This is an optimization exercise on Yosys and OpenROAD, whose aim is small area, a short achievable clock period and few clock cycles per item, not a production implementation. At most, simulation tests tie the RTL to the original design; equivalence was not proved. Power figures rest on the tool's default switching activity, not on a simulated workload.

Setup of v23:
==> flow/design.v (excerpt) <==
module playfair_digraph_cipher_top (
  input  logic         clk,
  input  logic         rst_n,
  input  logic         cfg_we,
  input  logic [2:0]   cfg_index,
  input  logic [24:0]  cfg_data,
  input  logic         in_valid,
  output logic         in_ready,
  input  logic [4:0]   in_letter,
  input  logic         in_final,
  output logic         out_valid,
  input  logic         out_ready,
  output logic [4:0]   out_letter,
  output logic         out_letter_valid,
  output logic         out_eom,
  output logic         out_odd_error
);
clock: 7.0 ns
lec_check: 0
abc_area: 1
cap_margin: 20
core_margin: 2
core_utilization: 50
cts_buf_list: sky130_fd_sc_hd__clkbuf_16
cts_cluster_diameter: 140
cts_cluster_size: 28
gpl_timing_driven: 0
place_density: 0.7
setup_slack_margin: 4.3
slew_margin: 20
run.sh (not shown) runs the stock make flow with config.mk's settings and CLKGATE_MAP_FILE= SYNTH_SCRIPT=/design/flow/synth_recipe.tcl, a recipe that flattens the netlist after the stock synthesis.
Testbench counts of v23, summed over its fixed seeds: cycles 13,875, letters 12,800.
### v23 -> v40
- swapping 140 for 120 in CTS_CLUSTER_DIAMETER
- clearing GPL_TIMING_DRIVEN, which used to be 0
- swapping 28 for 25 in CTS_CLUSTER_SIZE
- swapping 1 for 0 in ABC_AREA
## What came out
Compared with v23, v40 is more frugal on power. In the metrics for v23 and v40, the one carrying the higher power share of the combinational group is v23. Static power due to leakage delta for v40 relative to v23: about 20% lower. For the pin count of the biggest net entering global routing, v40 came in 20 higher than v23 did. Of v23 and v40, the lower fraction of area in multi-input gates belongs to v23. Die: v40 smaller than v23. When the final numbers for v23 and v40 were put side by side, the routed length per placed instance turned out to be greater in v40. Taking v23 as the reference point, the non-clock buffer share of cell area of v40 falls by 3.0 points. v40 ends up with a sequential share of layout area that is 2.4 points higher than in v23. Between v40 and v23, it is v40 whose signed area change from the synthesized netlist to the final layout is lower, by 2.0 points. Routed wire length, v40 vs v23: down by more than 10%.
Changes in v25 relative to v40:
- changing ABC_AREA from 0 to 1
Notes after the runs:
[v25 vs v40] post-synthesis cell type count: lower in v25
Compared to v40, v25 was floorplanned on a bigger die.
On area growth from synthesis to layout: between v25 and v40, it ends up higher for v40.
On worst hold slack, v40 tracks v25 almost exactly.
v25: fraction of synthesized area in multiplexers 8.0 points below v40
The clock-pin slew on the worst setup and hold paths on v40 is in line with that on v25.
### v25 -> v27
- a change of CORE_UTILIZATION from 50 to 40
- a change of PLACE_DENSITY from 0.7 to 0.6
[summary]
- Global-route usage in v27 is 4.7 points lower than in v25
- Looking at area of the multi-input gates across v27 and v25, the one that comes out lower is v25.
- Of the two values seen for type of the setup path with the least slack, register to register was produced by v27 and input port to register by v25.
- v27 vs v25: worst reg-to-reg setup slack down in v27
- Lower buffers plus inverters on the worst setup path goes to v27 over v25.
- v27: cell area higher than v25
- On power consumption, v25 beats v27.

* * *

## violet
The RTL this note starts from:
==> flow/design.v <==
module playfair_digraph_cipher_top (
  input  logic         clk,
  input  logic         rst_n,
  input  logic         cfg_we,
  input  logic [2:0]   cfg_index,
  input  logic [24:0]  cfg_data,
  input  logic         in_valid,
  output logic         in_ready,
  input  logic [4:0]   in_letter,
  input  logic         in_final,
  output logic         out_valid,
  input  logic         out_ready,
  output logic [4:0]   out_letter,
  output logic         out_letter_valid,
  output logic         out_eom,
  output logic         out_odd_error
);
  function automatic logic [4:0] fold_j(input logic [4:0] v);
    fold_j = (v == 5'd9) ? 5'd8 : v;
  endfunction
  function automatic logic [2:0] step_idx(input logic [2:0] i, input logic back);
    logic [2:0] res;
    if (back) begin
      res = (i == 3'd0) ? 3'd4 : i - 3'd1;
    end else begin
      res = (i == 3'd4) ? 3'd0 : i + 3'd1;
    end
    step_idx = res;
  endfunction
  logic         dec_r;
  logic [4:0]   fill_r;      
  logic [124:0] sq_r;        
  always_ff @(posedge clk) begin
    if (!rst_n || (cfg_we && cfg_index == 3'd0)) begin
      dec_r <= cfg_data[0] & rst_n;
    end
    for (int r = 0; r < 5; r++) begin
      if (!rst_n || (cfg_we && cfg_index == 3'(r + 1))) begin
        sq_r[r*25 +: 25] <= cfg_data & {25{rst_n}};
      end
    end
    if (!rst_n || (cfg_we && cfg_index == 3'd6)) begin
      fill_r <= rst_n ? fold_j(cfg_data[4:0]) : 5'd23;
    end
  end
  logic [1:0] fx_r;
  always_ff @(posedge clk) begin
    if (!rst_n) begin
      fx_r <= 2'd0;
    end else if (cfg_we) begin
      fx_r <= 2'd1;
    end else if (fx_r != 2'd0) begin
      fx_r <= fx_r + 2'd1;
    end
  end
  logic       a_v_r, s_v_r;
  logic [4:0] a_let_r, s_let_r;
  logic       a_fin_r, s_fin_r;
  logic       accept;
  logic       cons;          
  logic [4:0] in_fold;
  logic       in_ready_r;
  logic       s_v_nxt;
  assign in_ready = in_ready_r;
  assign accept   = in_valid && in_ready;
  assign in_fold  = fold_j(in_letter);
  logic [24:0] hit;
  logic [4:0]  rowhit;
  logic [2:0]  colidx [5];
  logic [2:0]  loc_r, loc_c;
  always_comb begin
    for (int i = 0; i < 25; i++) begin
      hit[i] = (sq_r[i*5 +: 5] == a_let_r);
    end
    for (int r = 0; r < 5; r++) begin
      rowhit[r] = |hit[r*5 +: 5];
      colidx[r] = 3'd0;
      for (int c = 4; c >= 0; c--) begin
        if (hit[r*5 + c]) colidx[r] = 3'(c);
      end
    end
    loc_r = 3'd0;
    for (int r = 4; r >= 0; r--) begin
      if (rowhit[r]) loc_r = 3'(r);
    end
    loc_c = colidx[0];
    for (int r = 4; r >= 0; r--) begin
      if (rowhit[r]) loc_c = colidx[r];
    end
  end
  logic       pend_v_r;
  logic [4:0] pend_let_r;
  logic [5:0] pend_pos_r;
  logic [5:0] fill_pos_r;
  logic       j_v_r;
  logic [5:0] j_p1_r, j_p2_r;
  logic       j_dec_r, j_mark_r, j_last_r, j_twice_r;
  logic       j_done;
  logic       need_job;
  logic       same;
  logic [5:0] nj_p1, nj_p2;
  logic       nj_mark, nj_twice;
  logic       pend_v_nxt;
  assign same     = (pend_let_r == a_let_r);
  assign need_job = a_fin_r || pend_v_r;
  assign cons     = a_v_r && (!need_job || !j_v_r || j_done);
  assign s_v_nxt = (!a_v_r || cons) ? 1'b0 : (s_v_r || accept);
  always_comb begin
    nj_p1      = pend_pos_r;
    nj_p2      = {loc_r, loc_c};
    nj_mark    = 1'b0;
    nj_twice   = 1'b0;
    pend_v_nxt = 1'b0;
    if (!pend_v_r) begin
      nj_p1 = {loc_r, loc_c};
      nj_p2 = fill_pos_r;
      if (!a_fin_r) pend_v_nxt = 1'b1;
      nj_mark = dec_r;
    end else if (!dec_r && same) begin
      nj_p2      = fill_pos_r;
      nj_twice   = a_fin_r;
      pend_v_nxt = !a_fin_r;
    end
  end
  always_ff @(posedge clk) begin
    if (!rst_n) begin
      a_v_r    <= 1'b0;
      s_v_r    <= 1'b0;
      in_ready_r <= 1'b1;
      pend_v_r <= 1'b0;
      fill_pos_r <= 6'd0;
    end else begin
      if (!a_v_r || cons) begin
        a_v_r <= s_v_r || accept;
      end
      s_v_r      <= s_v_nxt;
      in_ready_r <= !s_v_nxt && !cfg_we && (fx_r == 2'd0 || fx_r == 2'd3);
      if (cons) begin
        pend_v_r <= pend_v_nxt;
      end
      if (fx_r == 2'd2) begin
        fill_pos_r <= {loc_r, loc_c};
      end
    end
  end
  always_ff @(posedge clk) begin
    if (fx_r == 2'd1) begin
      a_let_r <= fill_r;
    end else if (fx_r == 2'd2) begin
      a_let_r <= pend_let_r;
    end else if (!a_v_r || cons) begin
      a_let_r <= s_v_r ? s_let_r : in_fold;
      a_fin_r <= s_v_r ? s_fin_r : in_final;
    end
    if (a_v_r && !cons && accept) begin
      s_let_r <= in_fold;
      s_fin_r <= in_final;
    end
    if (cons && !pend_v_r) begin
      pend_let_r <= a_let_r;
    end
    if ((cons && !pend_v_r) || fx_r == 2'd3) begin
      pend_pos_r <= {loc_r, loc_c};
    end
  end
  logic       adv;           
  logic [1:0] s_r;           
  logic       r_v_r, r_x_r, r_dec_r, r_mark_r, r_last_r;
  logic [2:0] r_row_r, r_col_r;
  logic       yp_v_r;        
  logic [4:0] yp_let_r;
  logic       yp_lv_r, yp_eom_r;
  logic       yk_r;          
  logic       o_v_r;
  logic [7:0] o_r;           
  assign adv    = !o_v_r || out_ready;
  assign j_done = j_v_r && adv && s_r[0] && (!j_twice_r || s_r[1]);
  logic       eqr, eqc, back;
  logic [2:0] r1, c1, r2, c2;
  logic [2:0] rd_r, rd_c;
  logic [24:0] row_sel;
  logic [4:0] rd_let;
  logic       keep;
  assign {r1, c1} = j_p1_r;
  assign {r2, c2} = j_p2_r;
  assign eqr      = (r1 == r2);
  assign eqc      = (c1 == c2);
  assign back     = j_dec_r;
  always_comb begin
    if (!s_r[0]) begin
      rd_r = (!eqr && eqc) ? step_idx(r2, back) : r2;
      rd_c = eqr ? step_idx(c2, back) : (eqc ? c2 : c1);
    end else begin
      rd_r = (!eqr && eqc) ? step_idx(r1, back) : r1;
      rd_c = eqr ? step_idx(c1, back) : (eqc ? c1 : c2);
    end
  end
  always_comb begin
    case (r_row_r)
      3'd0:    row_sel = sq_r[24:0];
      3'd1:    row_sel = sq_r[49:25];
      3'd2:    row_sel = sq_r[74:50];
      3'd3:    row_sel = sq_r[99:75];
      default: row_sel = sq_r[124:100];
    endcase
    case (r_col_r)
      3'd0:    rd_let = row_sel[4:0];
      3'd1:    rd_let = row_sel[9:5];
      3'd2:    rd_let = row_sel[14:10];
      3'd3:    rd_let = row_sel[19:15];
      default: rd_let = row_sel[24:20];
    endcase
  end
  assign keep = (rd_let != fill_r);
  always_ff @(posedge clk) begin
    if (!rst_n) begin
      j_v_r  <= 1'b0;
      s_r    <= 2'd0;
      r_v_r  <= 1'b0;
      yp_v_r <= 1'b0;
      o_v_r  <= 1'b0;
    end else begin
      if (cons && need_job) begin
        j_v_r <= 1'b1;
      end else if (j_done) begin
        j_v_r <= 1'b0;
      end
      if (adv) begin
        if (j_v_r) begin
          s_r <= j_done ? 2'd0 : s_r + 2'd1;
        end
        r_v_r <= j_v_r;
        if (!r_v_r || !r_x_r) begin
          o_v_r  <= yp_v_r;
          yp_v_r <= 1'b0;
        end else if (r_mark_r) begin
          o_v_r  <= 1'b1;
          yp_v_r <= 1'b0;
        end else begin
          o_v_r  <= !r_dec_r || keep;
          yp_v_r <= !r_dec_r || yk_r || (r_last_r && !keep);
        end
      end
    end
  end
  always_ff @(posedge clk) begin
    if (cons && need_job) begin
      j_p1_r    <= nj_p1;
      j_p2_r    <= nj_p2;
      j_dec_r   <= dec_r;
      j_mark_r  <= nj_mark;
      j_last_r  <= a_fin_r;
      j_twice_r <= nj_twice;
    end
    if (adv) begin
      r_x_r    <= s_r[0];
      r_row_r  <= rd_r;
      r_col_r  <= rd_c;
      r_dec_r  <= j_dec_r;
      r_mark_r <= j_mark_r;
      r_last_r <= j_last_r && (!j_twice_r || s_r[1]);
      if (!r_v_r || !r_x_r) begin
        o_r <= {yp_let_r, yp_lv_r, yp_eom_r, 1'b0};
        if (r_v_r) begin
          yp_let_r <= rd_let;
          yk_r     <= keep;
        end
      end else if (r_mark_r) begin
        o_r <= 8'b00000_0_1_1;
      end else begin
        o_r <= {rd_let, 1'b1, r_last_r && r_dec_r && !yk_r, 1'b0};
        if (!r_dec_r || yk_r) begin
          yp_lv_r  <= 1'b1;
          yp_eom_r <= r_last_r;
        end else begin
          yp_let_r <= 5'd0;
          yp_lv_r  <= 1'b0;
          yp_eom_r <= 1'b1;
        end
      end
    end
  end
  assign out_valid        = o_v_r;
  assign out_letter       = o_r[7:3];
  assign out_letter_valid = o_r[2];
  assign out_eom          = o_r[1];
  assign out_odd_error    = o_r[0];
endmodule
==> flow/config.mk <==
export PLATFORM = sky130hd
export DESIGN_NAME = playfair_digraph_cipher_top
export DESIGN_NICKNAME = playfair_digraph_cipher_top
export VERILOG_FILES = /design/flow/design.v
export SDC_FILE = /design/flow/constraint.sdc
export NUM_CORES = 4
export LEC_CHECK = 0
export ABC_AREA = 1
export CAP_MARGIN = 0
export CORE_MARGIN = 2
export CORE_UTILIZATION = 50
export CTS_BUF_LIST = sky130_fd_sc_hd__clkbuf_16
export CTS_CLUSTER_DIAMETER = 120
export CTS_CLUSTER_SIZE = 25
export PLACE_DENSITY = 0.7
export SETUP_SLACK_MARGIN = 4.3
export SLEW_MARGIN = 0
==> flow/constraint.sdc <==
create_clock -name core_clock -period 7.0 [get_ports {clk}]
set_input_delay 1.4000 -clock core_clock [delete_from_list [all_inputs] [get_ports {clk}]]
set_output_delay 1.4000 -clock core_clock [all_outputs]
set_load 0.01 [all_outputs]
In summary, violet completed successfully, with a layout that passed the timing, DRC and antenna checks.
## Diff of input files: garnet against violet
Settings: CAP_MARGIN changed from 0 to 20; SETUP_SLACK_MARGIN changed from 4.3 to 4.1; SLEW_MARGIN changed from 0 to 20.
==> comparison <==
The sequential cell count on garnet is in line with that on violet.
Comparing garnet against violet, there is no change at all in share of synthesized cell area in full adder, half adder and majority cells.
garnet vs violet, critical path depth went up by 9.
Final worst setup slack (garnet over violet): decrease, 180 ps
STATUS power consumption: garnet wins against violet
The post-CTS setup-driven buffer insertion count of garnet is lower than that of violet.
Input changes introduced in yarrow (baseline for comparison: garnet):
Settings: PLACE_DENSITY: 0.7 -> 0.85; SETUP_SLACK_MARGIN: 4.1 -> 4.3; CORE_UTILIZATION: 50 -> 65.
## What came out
- Largest stage delay on the critical path across yarrow and garnet: no real change.
- Diff garnet -> yarrow | routed wire length | up by a few percent
- A master of the slowest instance on the critical path of sky130_fd_sc_hd__or2_4 is what yarrow shows, while sky130_fd_sc_hd__bufbuf_16 belongs to garnet.
- Going from garnet to yarrow, number of fill cells shrinks by 761.
- Relative to garnet, initial detailed-routing violation count increased by 239 in yarrow.
No run of this note included a check of the RTL's function; only the layout flow was run.

afterwards: timing with drivers on the ports:
Ports are ideal in the flow. The routed layouts listed here were re-timed in OpenROAD.
Step 1, drivers: a clkbuf_16 drives clk and a buf_2 each remaining input, both assumed.
Step 2 times the ports against the registers' clock, not the clock port: input delays grow and output delays shrink by t, the midpoint of the rising clock arrivals with the driver on.
Slacks: ideal / step 1 / step 2; pairs: ideal / step 1.
| run | t, ns | slack for setup (ns) | hold WS [ns] | worst data-port slew with drivers (ns) | cell pins on the clock port's net |
|---|---|---|---|---|---|
| v23 | 0.532 | 4.345 / 4.373 / 3.842 | 0.452 / 0.452 / 0.452 | 0.04 | 1 |
| v40 | 0.514 | 4.283 / 4.283 / 3.885 | 0.474 / 0.474 / 0.474 | 0.04 | 1 |
| v25 | 0.525 | 4.382 / 4.400 / 3.880 | 0.472 / 0.472 / 0.472 | 0.04 | 1 |
| v27 | 0.524 | 4.308 / 4.308 / 3.839 | 0.454 / 0.454 / 0.454 | 0.04 | 1 |
| violet | 0.527 | 4.356 / 4.381 / 3.854 | 0.422 / 0.422 / 0.422 | 0.03 | 1 |
| garnet | 0.532 | 4.175 / 4.135 / 3.671 | 0.447 / 0.447 / 0.447 | 0.04 | 1 |
| yarrow | 0.524 | 4.344 / 4.348 / 3.845 | 0.426 / 0.426 / 0.426 | 0.05 | 1 |
After both steps every run listed still meets setup and hold. For garnet, which loses most, drivers alone change the setup slack by -0.040 ns; drivers and shift together by -0.504 ns.
